This design comes from an exercise in tuning for a short achievable clock period and few clock cycles on the open sky130 flow, not from production work. Only simulation tests tie the RTL to the original design; equivalence was not proved. Power and IR drop assume default switching activity.

--- design/flow/run.sh ---
#!/bin/bash
# synth_recipe.tcl (not shown) runs the flow's synth.tcl, then flattens the netlist and writes it again
# the make line also repeats each setting of config.mk as NAME=value (left out here)
make -C /OpenROAD-flow-scripts/flow DESIGN_CONFIG=/design/flow/config.mk WORK_HOME=/design/flow/orfs CLKGATE_MAP_FILE= SYNTH_SCRIPT=/design/flow/synth_recipe.tcl finish
--- design/flow/config.mk ---
export PLATFORM = sky130hd
export DESIGN_NAME = mcdp_core
export DESIGN_NICKNAME = mcdp_core
export VERILOG_FILES = /design/flow/design.v
export SDC_FILE = /design/flow/constraint.sdc
export NUM_CORES = 4
export LEC_CHECK = 0
export CAP_MARGIN = 20
export CORE_MARGIN = 2
export CORE_UTILIZATION = 40
export SLEW_MARGIN = 20
--- design/flow/constraint.sdc ---
create_clock -name core_clock -period 8.0 [get_ports {clk}]
set_input_delay 1.6000 -clock core_clock [delete_from_list [all_inputs] [get_ports {clk}]]
set_output_delay 1.6000 -clock core_clock [all_outputs]
set_load 0.01 [all_outputs]
--- design/flow/design.v ---
package mcdp_pkg;
  localparam logic [5:0] OP_R    = 6'h00;
  localparam logic [5:0] OP_J    = 6'h02;
  localparam logic [5:0] OP_BEQ  = 6'h04;
  localparam logic [5:0] OP_ADDI = 6'h08;
  localparam logic [5:0] OP_LW   = 6'h23;
  localparam logic [5:0] OP_SW   = 6'h2B;
  localparam logic [5:0] OP_HALT = 6'h3F;
  localparam logic [5:0] FN_JR   = 6'h08;
  localparam logic [5:0] FN_ADD  = 6'h20;
  localparam logic [5:0] FN_SUB  = 6'h22;
  localparam logic [5:0] FN_AND  = 6'h24;
  localparam logic [5:0] FN_OR   = 6'h25;
  localparam logic [5:0] FN_SLT  = 6'h2A;
  typedef logic [2:0] alu_op_e;
  localparam logic [2:0] ALU_ADD = 3'd0;
  localparam logic [2:0] ALU_SUB = 3'd1;
  localparam logic [2:0] ALU_AND = 3'd2;
  localparam logic [2:0] ALU_OR  = 3'd3;
  localparam logic [2:0] ALU_SLT = 3'd4;
  typedef logic [2:0] state_e;
  localparam logic [2:0] S_FETCH  = 3'd0;
  localparam logic [2:0] S_DECODE = 3'd1;
  localparam logic [2:0] S_EXEC   = 3'd2;
  localparam logic [2:0] S_MEM    = 3'd3;
  localparam logic [2:0] S_WB     = 3'd4;
  localparam logic [2:0] S_HALT   = 3'd5;
  function automatic logic [2:0] funct_to_alu(input logic [5:0] fn);
    funct_to_alu = fn == FN_SUB ? ALU_SUB :
           fn == FN_AND ? ALU_AND :
           fn == FN_OR  ? ALU_OR  :
           fn == FN_SLT ? ALU_SLT : ALU_ADD;
  endfunction
  function automatic logic funct_known(input logic [5:0] fn);
    funct_known = fn == FN_ADD || fn == FN_SUB || fn == FN_AND || fn == FN_OR || fn == FN_SLT;
  endfunction
endpackage
module mcdp_regfile
#(
  parameter int XLEN  = 32,
  parameter int NREGS = 32
) (
  input  logic            clk,
  input  logic            reset,
  input  logic [4:0]      ra1,
  input  logic [4:0]      ra2,
  input  logic            we,
  input  logic [4:0]      wa,
  input  logic [XLEN-1:0] wd,
  input  logic [4:0]      dbg_sel,
  output logic [XLEN-1:0] rd1,
  output logic [XLEN-1:0] rd2,
  output logic [15:0]     dbg_out
);
  localparam int AW = NREGS > 1 ? $clog2(NREGS) : 1;
  logic [XLEN-1:0] regs [NREGS];
  logic [XLEN-1:0] dbg_full;
  always_ff @(posedge clk) begin
    if (reset) begin
      for (int i = 0; i < NREGS; i++) regs[i] <= '0;
    end else if (we && wa[AW-1:0] != '0) begin
      regs[wa[AW-1:0]] <= wd;
    end
  end
  assign rd1      = regs[ra1[AW-1:0]];
  assign rd2      = regs[ra2[AW-1:0]];
  assign dbg_full = regs[dbg_sel[AW-1:0]];
  assign dbg_out  = dbg_full[15:0];
endmodule
module mcdp_core
#(
  parameter int XLEN  = 32,
  parameter int PC_W  = 8,
  parameter int NREGS = 32
) (
  input  logic            clk,
  input  logic            reset,
  output logic            imem_req,
  output logic [PC_W-1:0] imem_addr,
  input  logic            imem_ack,
  input  logic [31:0]     imem_rdata,
  output logic            dmem_req,
  output logic            dmem_we,
  output logic [PC_W-1:0] dmem_addr,
  output logic [XLEN-1:0] dmem_wdata,
  input  logic            dmem_ack,
  input  logic [XLEN-1:0] dmem_rdata,
  input  logic [4:0]      dbg_sel,
  output logic [15:0]     dbg_out,
  output logic            halted
);
  localparam logic EARLY = 1'b0;
  mcdp_pkg::state_e state, state_nx;
  logic run;
  logic [PC_W-1:0] pc, jt;
  logic [31:0] ir;
  logic [XLEN-1:0] a, b, aluout, mdr, rd1, rd2, imm_x, br_sum, alu_b, alu_y, wd;
  logic [5:0] op, fn;
  logic is_r, is_jr, known, is_mem;
  mcdp_pkg::alu_op_e alu_op;
  assign op     = ir[31:26];
  assign fn     = ir[5:0];
  assign is_r   = op == mcdp_pkg::OP_R;
  assign is_jr  = is_r && fn == mcdp_pkg::FN_JR;
  assign is_mem = op == mcdp_pkg::OP_LW || op == mcdp_pkg::OP_SW;
  assign known  = (is_r && (mcdp_pkg::funct_known(fn) || is_jr)) || op == mcdp_pkg::OP_J || op == mcdp_pkg::OP_BEQ ||
                  op == mcdp_pkg::OP_ADDI || is_mem || op == mcdp_pkg::OP_HALT;
  assign imm_x  = {{(XLEN-16){ir[15]}}, ir[15:0]};
  assign br_sum = XLEN'(pc) + (imm_x << 2);
  logic [27:0] jfield;
  assign jfield = {ir[25:0], 2'b00};
  always_comb begin
    for (int i = 0; i < PC_W; i++) jt[i] = i < 28 ? jfield[i] : pc[i];
  end
  assign alu_op = is_r ? mcdp_pkg::funct_to_alu(fn) : mcdp_pkg::ALU_ADD;
  assign alu_b  = is_r ? b : imm_x;
  assign alu_y  = alu_op == mcdp_pkg::ALU_SUB ? a - alu_b :
                  alu_op == mcdp_pkg::ALU_AND ? a & alu_b :
                  alu_op == mcdp_pkg::ALU_OR  ? a | alu_b :
                  alu_op == mcdp_pkg::ALU_SLT ? {{(XLEN-1){1'b0}}, $signed(a) < $signed(alu_b)} :
                  a + alu_b;
  assign wd     = op == mcdp_pkg::OP_LW ? mdr : aluout;
  mcdp_regfile #(.XLEN(XLEN), .NREGS(NREGS)) u_rf (
    .clk(clk), .reset(reset),
    .ra1(ir[25:21]), .ra2(ir[20:16]),
    .we(state == mcdp_pkg::S_WB), .wa(is_r ? ir[15:11] : ir[20:16]), .wd(wd),
    .dbg_sel(dbg_sel), .rd1(rd1), .rd2(rd2), .dbg_out(dbg_out)
  );
  always_ff @(posedge clk) begin
    if (reset) begin
      state <= mcdp_pkg::S_FETCH;
      run   <= 1'b0;
    end else begin
      state <= state_nx;
      run   <= 1'b1;
    end
  end
  always_comb begin
    state_nx = state;
    case (state)
      mcdp_pkg::S_FETCH:  state_nx = imem_req && imem_ack ? mcdp_pkg::S_DECODE : mcdp_pkg::S_FETCH;
      mcdp_pkg::S_DECODE: state_nx = op == mcdp_pkg::OP_HALT ? mcdp_pkg::S_HALT :
                           (!known || op == mcdp_pkg::OP_J || is_jr || (EARLY && op == mcdp_pkg::OP_BEQ)) ? mcdp_pkg::S_FETCH : mcdp_pkg::S_EXEC;
      mcdp_pkg::S_EXEC:   state_nx = op == mcdp_pkg::OP_BEQ ? mcdp_pkg::S_FETCH : is_mem ? mcdp_pkg::S_MEM : mcdp_pkg::S_WB;
      mcdp_pkg::S_MEM:    state_nx = !dmem_ack ? mcdp_pkg::S_MEM : op == mcdp_pkg::OP_LW ? mcdp_pkg::S_WB : mcdp_pkg::S_FETCH;
      mcdp_pkg::S_WB:     state_nx = mcdp_pkg::S_FETCH;
      mcdp_pkg::S_HALT:   state_nx = mcdp_pkg::S_HALT;
      default:  state_nx = mcdp_pkg::S_FETCH;
    endcase
  end
  always_ff @(posedge clk) begin
    if (reset) begin
      pc     <= '0;
      ir     <= '0;
      a      <= '0;
      b      <= '0;
      aluout <= '0;
      mdr    <= '0;
    end else begin
      if (state == mcdp_pkg::S_FETCH && imem_req && imem_ack) begin
        ir <= imem_rdata;
        pc <= pc + PC_W'(4);
      end
      if (state == mcdp_pkg::S_DECODE) begin
        a      <= rd1;
        b      <= rd2;
        aluout <= br_sum;
        if (op == mcdp_pkg::OP_J) pc <= jt;
        if (is_jr) pc <= rd1[PC_W-1:0];
        if (EARLY && op == mcdp_pkg::OP_BEQ && rd1 == rd2) pc <= br_sum[PC_W-1:0];
      end
      if (state == mcdp_pkg::S_EXEC) begin
        if (op != mcdp_pkg::OP_BEQ) aluout <= alu_y;
        else if (a == b) pc <= aluout[PC_W-1:0];
      end
      if (state == mcdp_pkg::S_MEM && dmem_ack && op == mcdp_pkg::OP_LW) mdr <= dmem_rdata;
    end
  end
  assign imem_req   = run && state == mcdp_pkg::S_FETCH;
  assign imem_addr  = pc;
  assign dmem_req   = state == mcdp_pkg::S_MEM;
  assign dmem_we    = dmem_req && op == mcdp_pkg::OP_SW;
  assign dmem_addr  = aluout[PC_W-1:0];
  assign dmem_wdata = b;
  assign halted     = state == mcdp_pkg::S_HALT;
endmodule
==> out/results.ini <==
[run_status]
outcome = finished clean

[layout]
finalInstanceArea_sq_mm = 0.0773
syn2layout_area_growth_pct = 12.3
layout_commonest_cell = nor2_1
fin_nets = 5326
n_fill_cell = 15100
layout_cells_sized_above_1_pct = 24.7
non_filler_cells_in_the_finished_layout = 7555
mostFrequentLayoutCells = nor2_1 (1141), edfxtp_1 (1024), mux4_2 (800)
area.sequential_sq_mm = 0.0343
area_of_the_multi_input_gates_sq_mm = 0.0328

[floorplan]
rows = 152
initial_core_util_pct = 40.2
die-area_sq_mm = 0.175
io_pins = 141
die_x_microns = 419
fp.dieH_microns = 419
coreArea_sq_mm = 0.171

[hold_path]
timing.hold.worst.class = reg2reg

[cts]
cts_tree = yes
clock_latency_at_the_later_pin_of_the_worst_skew_pair_ps = 790
cts-htree-levels = 4
cts_resized = 0
ctsRootBufferMaster = clkbuf_16
post_cts.repair.setup_buffers = 0
cts-root-to-sink-buffers = 3
postCtsHoldBufs = 0
clock_sink_count = 1201
cts_made_buffers = 137
worst_setup_hold_path_clk_slew_ps = 60

[yosys]
synth.area.top_cells = edfxtp_1 (45%), mux4_2 (26%), nor2_1 (6.2%), dfxtp_1 (5.1%), nand2_1 (2.1%)
postSynth.asyncResetShare_pct = 0
synth_top_cell_by_area = edfxtp_1
post_synth_instance_area_sq_mm = 0.0688
synth_sequential_area_ratio_pct = 49.8
ys_seq_elements = 1201
yosysTopAreaCellShare_pct = 44.7
syn-instance-count = 5210
edff_count_synth = 1024
synth_flop_cell = edfxtp_1
warning_count_from_the_yosys_run = 2
synth.avg_cell_area_sq_um = 13.2
synth_cell_type_count = 89

[sta]
timing.final.crit_share_pct = 77.2
timing.clock.skew_ps = 27.2
hold_violations = 0
finalWorstPathRequiredPeriod_ps = 6180
setup-tns-final_ps = 0
slew_headroom_pct = 20.2
setup_violations = 0
grt_setup_unrepaired = no
tightest_slew_ps = 1190
max_freq_mhz = 162
timing.final.max_slew_violations = 0

[power]
proportion_of_power_drawn_by_the_clock_network_pct = 40.1
p_switching_mw = 4.23
vdd_ir_drop_max_uv = 168
internal_power_mw = 11.5
power.static_leakage_nw = 24.3
sw_frac_of_total_pct = 26.9
design_power_total_mw = 15.7
power_share_of_the_combinational_group_pct = 13.7
powerDensity_mw_per_mm2 = 204
seq_power_share_pct = 46.2

[detailed_routing]
antenna_left = 0
route.detailed.vias_per_inst = 6.54
post_drt_wl_per_cell_microns = 34.8
detailedRoute.firstIterationViolations = 7359
finalWirelength_microns = 263000
drt_pre_antenna_iters = 6
vias = 49400
route.detailed.drc = 0

[global_routing]
grt_antenna_before_repair = 9
gr-usage-all-layers_pct = 29.8
wire_length_of_the_first_global_routing_pass_microns = 369000
via_count_of_the_first_global_routing_pass = 47600
grt_max_degree = 118
grt_remaining_overflow = 0

[worst_setup_path]
critical-path-top-cell-by-count = mux4_2
cp_slowest_stage_delay_ps = 590
critical_path.max_fanout = 74
worst_ep_arrival_time_ps = 4580
worst_path_dominant_cell_family = buffers and inverters
path_cells = buf_8 -> buf_4 -> mux4_2 -> mux4_2 -> mux2_2 -> clkdlybuf4s50_1
endpoint_kind_of_the_worst_setup_timing_path = output pin
worstPathRequired_ps = 6400
critPathKind = in2out
start_kind = input pin
slowest_stage = buf_8
critical_path.n_buffers_inverters = 3

[placement]
detailed_place_hpwl_microns = 174000
detailed_place.area_sq_mm = 0.0729
gp_weighted_congestion = 0.966
buffer_ports.inserted = 140
placed_cells = 7306

[flow_run]
cap_violations = 0

logic make-up after synthesis:
family / after synthesis / synth area share (%)
adders and majority gates: 117 / 2.16
and+or+nand+nor: 1733 / 10.2
buffers and inverters: 635 / 3.70
xor gates and xnor gates: 79 / 1.01
muxes: 908 / 27.8
other: 1 / 0.00545
AOI/OAI and AO/OA: 536 / 5.33
DFF: 1201 / 49.8
area by class of cell:
cell class / instances / share of cell area [%]
Inverter: 121 / 0.589
Clock buffer: 178 / 4.88
Tap cell: 2310 / 3.74
Sequential cell: 1201 / 44.4
Clock inverter: 65 / 0.769
Antenna cell: 5 / 0.0162
Multi-Input combinational cell: 3405 / 42.4
Timing Repair Buffer: 270 / 3.21
worst register-to-register path, cell delays in order (launching register included):
cell       delay, ps
dfxtp_1          550
nor3_4           130
nand2_1           90
buf_4            330
and2_1           660
a21o_1           180
inv_1             60
ha_1             590
nor2b_1          150
o311ai_1         470
a31oi_1          220
a2111oi_4        530
o311ai_4         160
xnor2_1          160
a2111oi_0        700
a211oi_1         100
sequential cells by signal (all words and copies together), names as in the netlist, named ones only:
name / cells
a: 32
aluout: 32
b: 32
ir: 32
mdr: 32
pc: 8
run: 1
state: 3
u_rf.regs: 1024
path summary, 6_finish.rpt:
check / startpoint / end / slack (ps) / depth (start not counted)
worst max-delay path: dbg_sel[0] / dbg_out[7] / 1820 / 6
worst max register to register: ir[29] / aluout[25] / 2760 / 15
worst min-delay path: ir[23] / flip-flop / 450 / 2
worst min register to register: ir[23] / flip-flop / 450 / 2
Yosys cell counts, types with 8 or more instances:
cell type and count:
xnor2_1 65, nor4_1 15, and3_1 10, a221oi_1 13
o31ai_1 8, mux2i_1 89, clkbuf_1 367, dfxtp_1 177
buf_4 12, a21o_1 36, nand4_1 20, xor2_1 14
o22ai_1 13, a211oi_1 59, a31oi_1 17, a311oi_1 42
nand2_1 394, o21a_1 15, or3_1 8, and2_1 10
o21ai_0 65, inv_1 120, edfxtp_1 1024, a21oi_1 171
buf_2 76, mux2_2 19, buf_1 56, nor2b_1 20
nand3_1 25, mux4_2 800, ha_1 114, nor2_1 1143
o21bai_1 10, nand3b_1 9, o211ai_1 17, nor3_1 36
metrics by stage:
stage | hold WS [ps] | setup slack, ps | util (%)
finish | 452 | 1820 | 45.1
global route | 486 | 1690 | 45.1
CTS | 446 | 1780 | 45.1
detailed placement | 445 | 1780 | 42.5
global placement | 438 | 1820 | 42.5
floorplan | 436 | 2680 | -
power groups by stage:
stage	registers, mW	clock network, mW	logic, mW
floorplan	7.23	0	1.41
global placement	7.38	0	2.11
detailed placement	7.38	0	2.11
CTS	7.25	6.34	2.12
global route	7.28	6.57	2.26
finish	7.27	6.31	2.16
metal layers:
layer / part of all wire, % / vias to the layer above / global-route usage, % / wire [microns]
met5: 0.0076 / - / 0 / 20
met4: 4.7 / 2 / 13.2 / 12400
met3: 14 / 554 / 11.0 / 36300
met2: 45 / 3572 / 44.8 / 118000
met1: 37 / 25500 / 38.7 / 95800
li1: - / 19700 / - / -
Testbench counts, summed over its fixed seeds: cycles 167,938.

-- what the ideal ports hide --
Ports are ideal in the flow. The routed layout listed here was re-timed in OpenROAD.
Step 1 (the two cells are an assumption about what drives the block):
set clk [get_ports {clk}]
set_driving_cell -lib_cell sky130_fd_sc_hd__clkbuf_16 $clk
set_driving_cell -lib_cell sky130_fd_sc_hd__buf_2 [delete_from_list [all_inputs] $clk]
Step 2 moves the port delays by t, midway between the first and last clock arrival at a register: inputs arrive t later, outputs are due t later. That takes back most of the time a late clock gives input paths.
Three values: ideal, step 1, step 2; two values: the first two.
shift t [ns]: 0.859
slack for setup (ns): 1.821 / 1.776 / 1.776
worst setup path after step 2: input to output
latest minus earliest clock arrival (ns): 0.031 / 0.031
pins driven straight from the clock port: 1
After both steps setup and hold are still met in this run. The setup slack of this run moves by -0.045 ns with the drivers and by -0.045 ns with both steps.
